Context: an optimization exercise on an open-source flow, tuned for small area and few clock cycles. The choices shown serve that exercise and are no tape-out recipe. The RTL was checked by simulation tests, not by an equivalence proof against the original design. No activity file was given, so power comes from the tool's default toggle rates. The flow treats the clock pin as an ideal source, which a real chip does not have.

## bnn_rocc_accel
module bnn_rocc_accel (
  input  wire                        clk_i,
  input  wire                        rst_n_i,
  input  wire                        en_i,
  input  wire                        rocc_cmd_v_i,
  input  wire bnn_pkg::rocc_cmd_t    rocc_cmd_data_i,
  output logic                       rocc_cmd_ready_o,
  output logic                       rocc_resp_v_o,
  output bnn_pkg::rocc_resp_t        rocc_resp_data_o,
  input  wire                        rocc_resp_ready_i,
  output logic                       rocc_mem_req_v_o,
  output bnn_pkg::mem_req_t          rocc_mem_req_data_o,
  input  wire                        rocc_mem_req_ready_i,
  input  wire                        rocc_mem_resp_v_i,
  input  wire bnn_pkg::mem_resp_t    rocc_mem_resp_data_i,
  output bnn_pkg::ctrl_out_t         rocc_ctrl_o,
  input  wire                        manycore_req_val_i,
  input  wire [bnn_pkg::XLEN-1:0]    manycore_req_msg_i,
  output logic                       manycore_req_rdy_o
);
Size: ~2200 cells after synthesis, about 620 flip-flops, ~520 I/O pins, about 0.029 mm^2 of cells after synthesis.
Settings: LEC_CHECK=0, CAP_MARGIN=20, CORE_MARGIN=2, CORE_UTILIZATION=40, SLEW_MARGIN=20; clock period 10.0 ns.
standard.sh (not shown) runs the stock make flow with config.mk's settings and CLKGATE_MAP_FILE= SYNTH_SCRIPT=/design/flow/synth_recipe.tcl, a recipe that flattens the netlist after the stock synthesis.
==> flow/flow/run.sh <==
#!/bin/bash
# The standard layout with two changes:
# - synthesis leaves full adders to abc (no ADDER_MAP_FILE), so the popcount tree is mapped
#   for delay as a whole; the registers are the standard synthesis's, unchanged;
# - the port buffers are the smallest plain buffer; the resizer upsizes them where needed.
set -euo pipefail
bash standard.sh ADDER_MAP_FILE= "BUFFER_PORTS_ARGS=-buffer_cell sky130_fd_sc_hd__buf_1" finish > standard.log 2>&1
The first run went through all stages and came out clean.
Testbench counts at the start, summed over its fixed seeds: cycles 14,970.
Next try:
==> flow/flow/run.sh (replaced) <==
#!/bin/bash
# The standard layout with three changes:
# - synthesis leaves full adders to abc (no ADDER_MAP_FILE), so the popcount tree is mapped
#   for delay as a whole; the registers are the standard synthesis's, unchanged;
# - the port buffers are the smallest plain buffer; the resizer upsizes them where needed;
# - the clock tree uses larger sink clusters and no dummy loads.
set -euo pipefail
bash standard.sh ADDER_MAP_FILE= "BUFFER_PORTS_ARGS=-buffer_cell sky130_fd_sc_hd__buf_1" \
  "CTS_ARGS=-sink_clustering_enable -repair_clock_nets -sink_clustering_size 30 -sink_clustering_max_diameter 150 -dont_use_dummy_load" \
  finish > standard.log 2>&1
The changed run produced a clean layout.
Synthesized cell count does not change.
Area after synthesis is unchanged.
Sequential cell count is unchanged.
Maximum frequency falls by 0.43%.
Wire length is lower by 1.7%.
Power drops by about 11%.
Final cell count shrinks by 2.8%.
Next try:
==> flow/flow/run.sh (replaced) <==
#!/bin/bash
# The standard layout with four changes:
# - synthesis leaves full adders to abc (no ADDER_MAP_FILE), so the popcount tree is mapped
#   for delay as a whole; the registers are the standard synthesis's, unchanged;
# - the port buffers are the smallest plain buffer; the resizer upsizes them where needed;
# - the clock tree uses larger sink clusters and no dummy loads;
# - after global routing, gates off the critical paths are downsized (RECOVER_POWER).
set -euo pipefail
bash standard.sh ADDER_MAP_FILE= "BUFFER_PORTS_ARGS=-buffer_cell sky130_fd_sc_hd__buf_1" \
  "CTS_ARGS=-sink_clustering_enable -repair_clock_nets -sink_clustering_size 30 -sink_clustering_max_diameter 150 -dont_use_dummy_load" \
  RECOVER_POWER=100 \
  finish > standard.log 2>&1
Now the flow reached the layout checks and failed them: max-capacitance violations, max-slew violations.
Worst hold slack hardly moves.
Utilization decreases by 0.19 points.
Final cell count stays flat.
Critical path depth does not change.
Global-route usage is unchanged.
Total power goes down by 0.85%.
Maximum frequency barely changes.
Worst setup slack got worse by 3.5 ps.
First-iteration DRC count is lower by 0.89%.
Synthesized cell count stays the same.
Next try:
==> flow/flow/run.sh (replaced) <==
#!/bin/bash
# The standard layout with three changes:
# - synthesis leaves full adders to abc (no ADDER_MAP_FILE), so the popcount tree is mapped
#   for delay as a whole; the registers are the standard synthesis's, unchanged;
# - the port buffers are the smallest plain buffer; the resizer upsizes them where needed;
# - the clock tree uses larger sink clusters and no dummy loads.
set -euo pipefail
bash standard.sh ADDER_MAP_FILE= "BUFFER_PORTS_ARGS=-buffer_cell sky130_fd_sc_hd__buf_1" \
  "CTS_ARGS=-sink_clustering_enable -repair_clock_nets -sink_clustering_size 30 -sink_clustering_max_diameter 150 -dont_use_dummy_load" \
  SKIP_REPAIR_TIE_FANOUT=1 \
  finish > standard.log 2>&1
Outcome: The changed run finished clean. Total power shrinks by 0.57%. Sequential power stays flat. Worst setup slack is better by 28 ps. Area after synthesis does not change.

========
Another version of the RTL of bnn_rocc_accel (not shown whole).
Size: roughly 2,000 cells after synthesis, roughly 620 flip-flops, ~27,000 sq um of cells after synthesis.
## bnn_rocc_accel
module bnn_rocc_accel (
  input  wire                        clk_i,
  input  wire                        rst_n_i,
  input  wire                        en_i,
  input  wire                        rocc_cmd_v_i,
  input  wire bnn_pkg::rocc_cmd_t    rocc_cmd_data_i,
  output logic                       rocc_cmd_ready_o,
  output logic                       rocc_resp_v_o,
  output bnn_pkg::rocc_resp_t        rocc_resp_data_o,
  input  wire                        rocc_resp_ready_i,
  output logic                       rocc_mem_req_v_o,
  output bnn_pkg::mem_req_t          rocc_mem_req_data_o,
  input  wire                        rocc_mem_req_ready_i,
  input  wire                        rocc_mem_resp_v_i,
  input  wire bnn_pkg::mem_resp_t    rocc_mem_resp_data_i,
  output bnn_pkg::ctrl_out_t         rocc_ctrl_o,
  input  wire                        manycore_req_val_i,
  input  wire [bnn_pkg::XLEN-1:0]    manycore_req_msg_i,
  output logic                       manycore_req_rdy_o
);
Settings: LEC_CHECK=0, CAP_MARGIN=20, CORE_MARGIN=2, CORE_UTILIZATION=40, GPL_TIMING_DRIVEN=0, SLEW_MARGIN=20; clock period 10.0 ns.
==> flow/flow/run.sh <==
#!/bin/bash
# The standard layout with these changes:
# - synthesis maps only the first full-adder layer of the popcount tree (module bnn_pop_stage)
#   to full-adder cells, in the canonicalize step (flow/canon.tcl), and leaves the rest of the
#   tree to abc (no ADDER_MAP_FILE), so it is mapped for delay as a whole; the registers are
#   the standard synthesis's, unchanged;
# - the port buffers are the smallest plain buffer; the resizer upsizes them where needed;
# - the clock tree uses larger sink clusters and no dummy loads.
set -euo pipefail
here=$(pwd)
bash standard.sh ADDER_MAP_FILE= "SYNTH_CANONICALIZE_TCL=$here/flow/canon.tcl" \
  "BUFFER_PORTS_ARGS=-buffer_cell sky130_fd_sc_hd__buf_1" \
  "CTS_ARGS=-sink_clustering_enable -repair_clock_nets -sink_clustering_size 30 -sink_clustering_max_diameter 150 -dont_use_dummy_load" \
  finish > standard.log 2>&1
==> flow/flow/canon.tcl <==
# Canonicalize hook (SYNTH_CANONICALIZE_TCL): map the first popcount layer (module
# bnn_pop_stage) to full-adder cells; the rest of synthesis leaves full adders to abc.
yosys hierarchy -check -top $::env(DESIGN_NAME)
yosys select -module bnn_pop_stage
yosys proc
yosys opt -fast
yosys techmap
yosys opt -fast
yosys extract_fa
yosys techmap -map $::env(PLATFORM_DIR)/cells_adders_hd.v
yosys opt -fast -purge
yosys select -clear
The baseline ran to the end with no violations.
Testbench counts at the start, summed over its fixed seeds: cycles 14,970.
Rerun with:
CAP_MARGIN = 5   (was 20)
GPL_TIMING_DRIVEN = default   (was 0)
SLEW_MARGIN = 5   (was 20)
Outcome:
- The changed run completed with no timing, DRC or antenna violations
- sequential share of layout area goes up by 3.2 points
- cell area goes down by 5.6%
- sequential cell count stays the same
- area after synthesis does not change
- setup slack is better by 0.087 ns
- cell count goes down by 5.6%
- clock-buffer cell count does not change

========
== job 2285 ==
Starting RTL as in the previous note.
clock: 10.0 ns
lec_check: 0
cap_margin: 20
core_margin: 2
core_utilization: 40
slew_margin: 20
Scripts as last shown in full above: flow/flow/run.sh, flow/flow/canon.tcl
Every stage of the flow completed for job 2285, and the final layout passed the timing, design-rule and antenna checks.
Testbench counts of job 2285, summed over its fixed seeds: cycles 14,970.
## Diff of input files: job 7520 against job 2285
- changing CORE_UTILIZATION from 40 to 55
- setting PLACE_DENSITY to 0.75 for the first time
Results
The clock power of job 2285 and that of job 7520 are within noise of each other.
NOTE global-route wire length before repair job 2285->job 7520 decreased by a few percent
From job 2285 to job 7520 the numbers moved as follows: met3 global-route usage shows an increase of 1.3 points, number of antenna violations at the first check in global routing saw an increase.
Cell count after synthesis came out exactly the same in job 2285 and job 7520.
[compare] base=job 2285 new=job 7520: violation count after the first detailed-route iteration went up by 275; non-clock buffer count went down by about 1.8%.
From job 2285 to job 7520 the numbers moved as follows: combinational cell fraction of total power increased by 0.9 points relative to the old numbers, portion of the clock cycle consumed by the worst path in the final layout +0.73 points, via count higher.
Edits applied to the flow inputs when going from job 7520 to job 1230:
- PLACE_DENSITY removed (was 0.75)
- CORE_UTILIZATION changed from 55 to 40
-- flow/flow/run.sh --
<<< job 7520, line 12
  "BUFFER_PORTS_ARGS=-buffer_cell sky130_fd_sc_hd__buf_1" \
  "CTS_ARGS=-sink_clustering_enable -repair_clock_nets -sink_clustering_size 30 -sink_clustering_max_diameter 150 -dont_use_dummy_load" \
  finish > standard.log 2>&1
>>> job 1230, line 12
  "BUFFER_PORTS_ARGS=-buffer_cell sky130_fd_sc_hd__buf_1" \
  "CTS_ARGS=-sink_clustering_enable -repair_clock_nets -sink_clustering_size 20 -sink_clustering_max_diameter 100 -dont_use_dummy_load" \
  finish > standard.log 2>&1
Job 7520 has completed all stages; timing, DRC and antenna checks passed. Both conditions hold for job 1230: the flow ran to the end and the final layout passed the timing, design-rule and antenna checks. Between job 1230 and job 7520, it is job 1230 whose fraction of met3 tracks used by global routing is lower, by 0.66 points. The non-clock buffer area fraction after layout of job 7520 and that of job 1230 are within noise of each other. Final period demand of the worst path down 0.085 ns in job 1230 wrt job 7520. Job 1230: achievable clock frequency higher than job 7520. Re post-synth design cell area: no difference whatsoever between job 1230 and job 7520. Comparing job 7520 and job 1230, the higher post-layout total power is on job 1230. Across both runs, post-route non-filler standard cell count was higher for job 1230 than for job 7520. Final weighted congestion of routability-driven global placement, job 7520 and job 1230: higher on job 1230. Compared with job 7520, job 1230 shows cell depth of the worst setup path that has gone up by a few percent.

========
Another version of the RTL of bnn_rocc_accel (not shown whole).
Size in the first run: roughly 2200 cells after synthesis, roughly 620 flip-flops.
// bnn_rocc_accel
module bnn_rocc_accel (
  input  wire                        clk_i,
  input  wire                        rst_n_i,
  input  wire                        en_i,
  input  wire                        rocc_cmd_v_i,
  input  wire bnn_pkg::rocc_cmd_t    rocc_cmd_data_i,
  output logic                       rocc_cmd_ready_o,
  output logic                       rocc_resp_v_o,
  output bnn_pkg::rocc_resp_t        rocc_resp_data_o,
  input  wire                        rocc_resp_ready_i,
  output logic                       rocc_mem_req_v_o,
  output bnn_pkg::mem_req_t          rocc_mem_req_data_o,
  input  wire                        rocc_mem_req_ready_i,
  input  wire                        rocc_mem_resp_v_i,
  input  wire bnn_pkg::mem_resp_t    rocc_mem_resp_data_i,
  output bnn_pkg::ctrl_out_t         rocc_ctrl_o,
  input  wire                        manycore_req_val_i,
  input  wire [bnn_pkg::XLEN-1:0]    manycore_req_msg_i,
  output logic                       manycore_req_rdy_o
);
Settings: LEC_CHECK=0, CAP_MARGIN=20, CORE_MARGIN=2, CORE_UTILIZATION=40, SLEW_MARGIN=20; clock period 10.0 ns.
run.sh (not shown) runs the stock make flow with config.mk's settings and CLKGATE_MAP_FILE= SYNTH_SCRIPT=/design/flow/synth_recipe.tcl, a recipe that flattens the netlist after the stock synthesis.
Stock flow here: none of the scripts above is used.
The first run ran to the end with violations: setup timing.
Testbench counts at the start, summed over its fixed seeds: cycles 14,970.
Next try:
CTS_BUF_LIST = sky130_fd_sc_hd__clkbuf_4 sky130_fd_sc_hd__clkbuf_8   (was unset)
SETUP_SLACK_MARGIN = 0.3   (was unset)
Effect:
- The new run ran to the end with violations: setup timing
- worst setup slack loses 0.099 ns
- routed wire length drops by 3.1%
- clock-buffer cell count went up by 53
- sequential power barely changes
- core utilization falls by 0.73 points
- synthesized cell count does not change
- combinational power increases by about 9%
- cell count is higher by about 2%
- clock power came out lower by 14%
- first-iteration DRC count came out lower by about 7.5%
- hold slack got worse by 0.0083 ns
Next try:
CTS_BUF_LIST = unset   (was sky130_fd_sc_hd__clkbuf_4 sky130_fd_sc_hd__clkbuf_8)
The changed run produced a layout that fails on setup timing.
Non-clock buffer count is lower by 17.
Wire length hardly moves.
Clock power is higher by 19%.
Sequential power is about the same.
Setup slack is worse by 0.052 ns.

========
The RTL this note starts from:
==> flow/design.v <==
`default_nettype none
package bnn_pkg;
  localparam int XLEN      = 64;
  localparam int BUF_DEPTH = 8;
  localparam int IDX_W     = 3;
  localparam int CNT_W     = 4;
  localparam int SUM_W     = 10;
  localparam int TAG_W     = 8;
  localparam int POP_W     = 7;
  localparam logic [CNT_W-1:0] MAX_COUNT  = CNT_W'(BUF_DEPTH);
  localparam logic [XLEN-1:0]  WORD_BYTES = XLEN'(XLEN / 8);
  localparam logic [4:0] MEM_CMD_LOAD = 5'b00000;
  localparam logic [2:0] MEM_TYP_D    = 3'b011;
  typedef enum logic [6:0] {
    FUNCT_LOAD_W  = 7'd0,
    FUNCT_COMPUTE = 7'd1
  } bnn_funct_e;
  typedef enum logic [1:0] {
    MODE_NONE,
    MODE_LOAD,
    MODE_COMPUTE
  } job_mode_e;
  typedef struct packed {
    logic [6:0]      inst_funct;
    logic [4:0]      inst_rs2;
    logic [4:0]      inst_rs1;
    logic            inst_xd;
    logic            inst_xs1;
    logic            inst_xs2;
    logic [4:0]      inst_rd;
    logic [6:0]      inst_opcode;
    logic [XLEN-1:0] rs1;
    logic [XLEN-1:0] rs2;
  } rocc_cmd_t;
  typedef struct packed {
    logic [4:0]      rd;
    logic [XLEN-1:0] data;
  } rocc_resp_t;
  typedef struct packed {
    logic [XLEN-1:0]  addr;
    logic [TAG_W-1:0] tag;
    logic [4:0]       cmd;
    logic [2:0]       typ;
    logic [XLEN-1:0]  data;
  } mem_req_t;
  typedef struct packed {
    logic [TAG_W-1:0] tag;
    logic [XLEN-1:0]  data;
    logic             has_data;
  } mem_resp_t;
  typedef struct packed {
    logic busy;
  } ctrl_out_t;
  typedef struct packed {
    job_mode_e        mode;
    logic [4:0]       rd;
    logic             xd;
    logic [CNT_W-1:0] count;
    logic [XLEN-1:0]  base;
  } job_t;
endpackage
`default_nettype wire
`timescale 1ns/10ps
`default_nettype none
module bnn_rocc_accel (
  input  wire                        clk_i,
  input  wire                        rst_n_i,
  input  wire                        en_i,
  input  wire                        rocc_cmd_v_i,
  input  wire bnn_pkg::rocc_cmd_t    rocc_cmd_data_i,
  output logic                       rocc_cmd_ready_o,
  output logic                       rocc_resp_v_o,
  output bnn_pkg::rocc_resp_t        rocc_resp_data_o,
  input  wire                        rocc_resp_ready_i,
  output logic                       rocc_mem_req_v_o,
  output bnn_pkg::mem_req_t          rocc_mem_req_data_o,
  input  wire                        rocc_mem_req_ready_i,
  input  wire                        rocc_mem_resp_v_i,
  input  wire bnn_pkg::mem_resp_t    rocc_mem_resp_data_i,
  output bnn_pkg::ctrl_out_t         rocc_ctrl_o,
  input  wire                        manycore_req_val_i,
  input  wire [bnn_pkg::XLEN-1:0]    manycore_req_msg_i,
  output logic                       manycore_req_rdy_o
);
  localparam int XLEN  = bnn_pkg::XLEN;
  localparam int SUM_W = bnn_pkg::SUM_W;
  localparam int CNT_W = bnn_pkg::CNT_W;
  localparam int IDX_W = bnn_pkg::IDX_W;
  logic             dec_load, dec_comp, dec_mem, dec_big;
  logic [CNT_W-1:0] dec_cnt;
  assign dec_load = (rocc_cmd_data_i.inst_funct == bnn_pkg::FUNCT_LOAD_W);
  assign dec_comp = (rocc_cmd_data_i.inst_funct == bnn_pkg::FUNCT_COMPUTE);
  assign dec_mem  = dec_load | dec_comp;
  assign dec_big  = (|rocc_cmd_data_i.rs2[XLEN-1:CNT_W]) ||
                    (rocc_cmd_data_i.rs2[CNT_W-1:0] > bnn_pkg::MAX_COUNT);
  assign dec_cnt  = !dec_mem ? '0 :
                    dec_big  ? bnn_pkg::MAX_COUNT : rocc_cmd_data_i.rs2[CNT_W-1:0];
  logic             busy_q;
  logic             xd_q;
  logic             comp_q;
  logic             load_q;
  logic [4:0]       rd_q;
  logic [CNT_W-1:0] cnt_q;    
  logic [CNT_W-1:0] iss_q;    
  logic [CNT_W-1:0] rem_q;    
  logic [XLEN-1:0]  addr_q;   
  logic [SUM_W-1:0] acc_q;
  logic [SUM_W-1:0] thr_q;
  logic reply_v, done_now, finish, cmd_fire, issue_more, req_fire;
  assign reply_v    = rocc_mem_resp_v_i && rocc_mem_resp_data_i.has_data;
  assign done_now   = (rem_q == '0) || (reply_v && (rem_q == CNT_W'(1)));
  assign finish     = busy_q && (xd_q ? (rem_q == '0) && rocc_resp_ready_i : done_now);
  assign rocc_cmd_ready_o = en_i && (!busy_q || finish);
  assign cmd_fire         = rocc_cmd_v_i && rocc_cmd_ready_o;
  assign rocc_resp_v_o      = busy_q && xd_q && (rem_q == '0);
  assign rocc_ctrl_o.busy   = busy_q;
  assign manycore_req_rdy_o = !busy_q;
  assign issue_more       = (iss_q != cnt_q);
  assign rocc_mem_req_v_o = issue_more || (cmd_fire && (dec_cnt != '0));
  assign req_fire         = rocc_mem_req_v_o && rocc_mem_req_ready_i;
  logic [XLEN-1:0] req_addr;
  assign req_addr = cmd_fire ? rocc_cmd_data_i.rs1 : addr_q;
  always_comb begin
    rocc_mem_req_data_o.addr = req_addr;
    rocc_mem_req_data_o.tag  = {{(bnn_pkg::TAG_W - IDX_W){1'b0}},
                                (cmd_fire ? {IDX_W{1'b0}} : iss_q[IDX_W-1:0])};
    rocc_mem_req_data_o.cmd  = bnn_pkg::MEM_CMD_LOAD;
    rocc_mem_req_data_o.typ  = bnn_pkg::MEM_TYP_D;
    rocc_mem_req_data_o.data = '0;
  end
  always_ff @(posedge clk_i) begin
    addr_q <= req_addr + (req_fire ? bnn_pkg::WORD_BYTES : '0);
  end
  logic [XLEN-1:0]  w_q [bnn_pkg::BUF_DEPTH];
  logic [IDX_W-1:0] beat_idx;
  logic [XLEN-1:0]  beat_data;
  logic [XLEN-1:0]  w_rd;
  assign beat_idx  = rocc_mem_resp_data_i.tag[IDX_W-1:0];
  assign beat_data = rocc_mem_resp_data_i.data;
  assign w_rd      = w_q[beat_idx];
  always_ff @(posedge clk_i) begin
    if (reply_v && load_q) begin
      w_q[beat_idx] <= beat_data;
    end
  end
  function automatic logic [bnn_pkg::POP_W-1:0] popcount(
    input logic [XLEN-1:0] w
  );
    logic [bnn_pkg::POP_W-1:0] n;
    n = '0;
    for (int i = 0; i < XLEN; i++) begin
      n = n + w[i];
    end
    popcount = n;
  endfunction
  logic [bnn_pkg::POP_W-1:0] pop;
  logic [SUM_W-1:0]          acc_d;
  assign pop   = popcount(~(beat_data ^ w_rd));
  assign acc_d = acc_q + ((reply_v && comp_q) ? {{(SUM_W - bnn_pkg::POP_W){1'b0}}, pop} : '0);
  always_comb begin
    rocc_resp_data_o.rd              = rd_q;
    rocc_resp_data_o.data            = '0;
    rocc_resp_data_o.data[SUM_W-1:0] = acc_q;
    rocc_resp_data_o.data[XLEN-1]    = (comp_q || load_q) && (acc_q >= thr_q);
  end
  always_ff @(posedge clk_i) begin
    if (cmd_fire) begin
      xd_q   <= rocc_cmd_data_i.inst_xd;
      rd_q   <= rocc_cmd_data_i.inst_rd;
      comp_q <= dec_comp;
      load_q <= dec_load;
      acc_q  <= '0;
    end else begin
      acc_q  <= acc_d;
    end
  end
  always_ff @(posedge clk_i) begin
    if (!rst_n_i) begin
      busy_q <= 1'b0;
      cnt_q  <= '0;
      iss_q  <= '0;
      rem_q  <= '0;
      thr_q  <= '0;
    end else begin
      if (manycore_req_val_i && !busy_q) begin
        thr_q <= manycore_req_msg_i[SUM_W-1:0];
      end
      if (cmd_fire) begin
        busy_q <= (dec_cnt != '0) || rocc_cmd_data_i.inst_xd;
        cnt_q  <= dec_cnt;
        iss_q  <= req_fire ? CNT_W'(1) : '0;
        rem_q  <= dec_cnt;
      end else begin
        if (finish) begin
          busy_q <= 1'b0;
        end
        if (req_fire) begin
          iss_q <= iss_q + 1'b1;
        end
        if (reply_v && (rem_q != '0)) begin
          rem_q <= rem_q - 1'b1;
        end
      end
    end
  end
endmodule
`default_nettype wire
==> flow/config.mk <==
export PLATFORM = sky130hd
export DESIGN_NAME = bnn_rocc_accel
export DESIGN_NICKNAME = bnn_rocc_accel
export VERILOG_FILES = /design/flow/design.v
export SDC_FILE = /design/flow/constraint.sdc
export NUM_CORES = 4
export LEC_CHECK = 0
export CAP_MARGIN = 20
export CORE_MARGIN = 2
export CORE_UTILIZATION = 40
export SLEW_MARGIN = 20
==> flow/constraint.sdc <==
create_clock -name core_clock -period 10.0 [get_ports {clk_i}]
set_input_delay 2.0000 -clock core_clock [delete_from_list [all_inputs] [get_ports {clk_i}]]
set_output_delay 2.0000 -clock core_clock [all_outputs]
set_load 0.01 [all_outputs]
standard.sh (not shown) runs the stock make flow with config.mk's settings and CLKGATE_MAP_FILE= SYNTH_SCRIPT=/design/flow/synth_recipe.tcl, a recipe that flattens the netlist after the stock synthesis.
==> flow/flow/run.sh <==
#!/bin/bash
# The standard layout, with the port buffers made from the smallest plain buffer instead of
# the delay buffer that buffer_ports picks by default; the resizer still upsizes where timing
# or slew needs it.
set -euo pipefail
export BUFFER_PORTS_ARGS="-buffer_cell sky130_fd_sc_hd__buf_1"
bash standard.sh > standard.log 2>&1
Testbench counts at the start, summed over its fixed seeds: cycles 16,179.
Rerun with:
==> flow/run.sh (new file) <==
#!/bin/bash
# synth_recipe.tcl (not shown) runs the flow's synth.tcl, then flattens the netlist and writes it again
# the make line also repeats each setting of config.mk as NAME=value (left out here)
make -C /OpenROAD-flow-scripts/flow DESIGN_CONFIG=/design/flow/config.mk WORK_HOME=/design/flow/orfs CLKGATE_MAP_FILE= SYNTH_SCRIPT=/design/flow/synth_recipe.tcl finish
removed: flow/flow/run.sh
removed: flow/standard.sh
Combinational power grows by 7.2%; hold slack stays flat; final area came out higher by 6.5%; sequential share of layout area goes down by 3.3 points; non-clock buffer count grows by 15; setup slack is worse by 0.21 ns.

what the ideal ports hide:
The results above use ideal ports. As a check the final layouts listed here were re-extracted and re-timed, cells and wires unchanged. Step 1 (the two cells are an assumption about what drives the block):
set clk [get_ports {clk_i}]
set_driving_cell -lib_cell sky130_fd_sc_hd__clkbuf_16 $clk
set_driving_cell -lib_cell sky130_fd_sc_hd__buf_2 [delete_from_list [all_inputs] $clk]
Step 2 also shifts input and output timing later by t, the mid clock arrival at the registers, as if the neighbouring blocks saw the same clock. Three values: ideal ports, drivers, drivers and shift; two values: the first two.
run	t, ns	setup slack, ns	worst setup path at the end	latest minus earliest clock arrival (ns)	cell pins on the clock port's net
the first run of note 1	0.647	0.303 / 0.211 / 0.211	input to output	0.042 / 0.042	1
the second run of note 1	0.641	0.261 / 0.169 / 0.169	input to output	0.088 / 0.088	1
the third run of note 1	0.636	0.257 / 0.165 / 0.165	input to output	0.084 / 0.084	1
the fourth run of note 1	0.661	0.285 / 0.236 / 0.236	input to output	0.042 / 0.043	1
the first run of note 2	0.648	0.231 / 0.178 / 0.178	input to output	0.053 / 0.052	1
the second run of note 2	0.651	0.317 / 0.241 / 0.241	input to output	0.064 / 0.064	1
job 2285	0.651	0.317 / 0.241 / 0.241	input to output	0.064 / 0.064	1
job 7520	0.637	0.245 / 0.224 / 0.224	input to output	0.085 / 0.085	1
job 1230	0.615	0.329 / 0.253 / 0.253	input to output	0.043 / 0.042	1
the first run of note 4	0.684	-0.005 / -0.036 / -0.036	input to output	0.023 / 0.024	1
the second run of note 4	0.754	-0.104 / -0.136 / -0.136	input to output	0.056 / 0.056	1
the third run of note 4	0.670	-0.157 / -0.179 / -0.179	input to output	0.050 / 0.050	1
the first run of note 5	0.655	0.357 / 0.401 / -0.254	input to register	0.059 / 0.059	1
the second run of note 5	0.663	0.149 / 0.195 / -0.468	input to register	0.048 / 0.047	1
Met with ideal ports but missed after step 2: setup timing in the first run of note 5 and the second run of note 5. The setup slack of the second run of note 5, which loses most, moves by +0.046 ns with the drivers and by -0.617 ns with both steps.
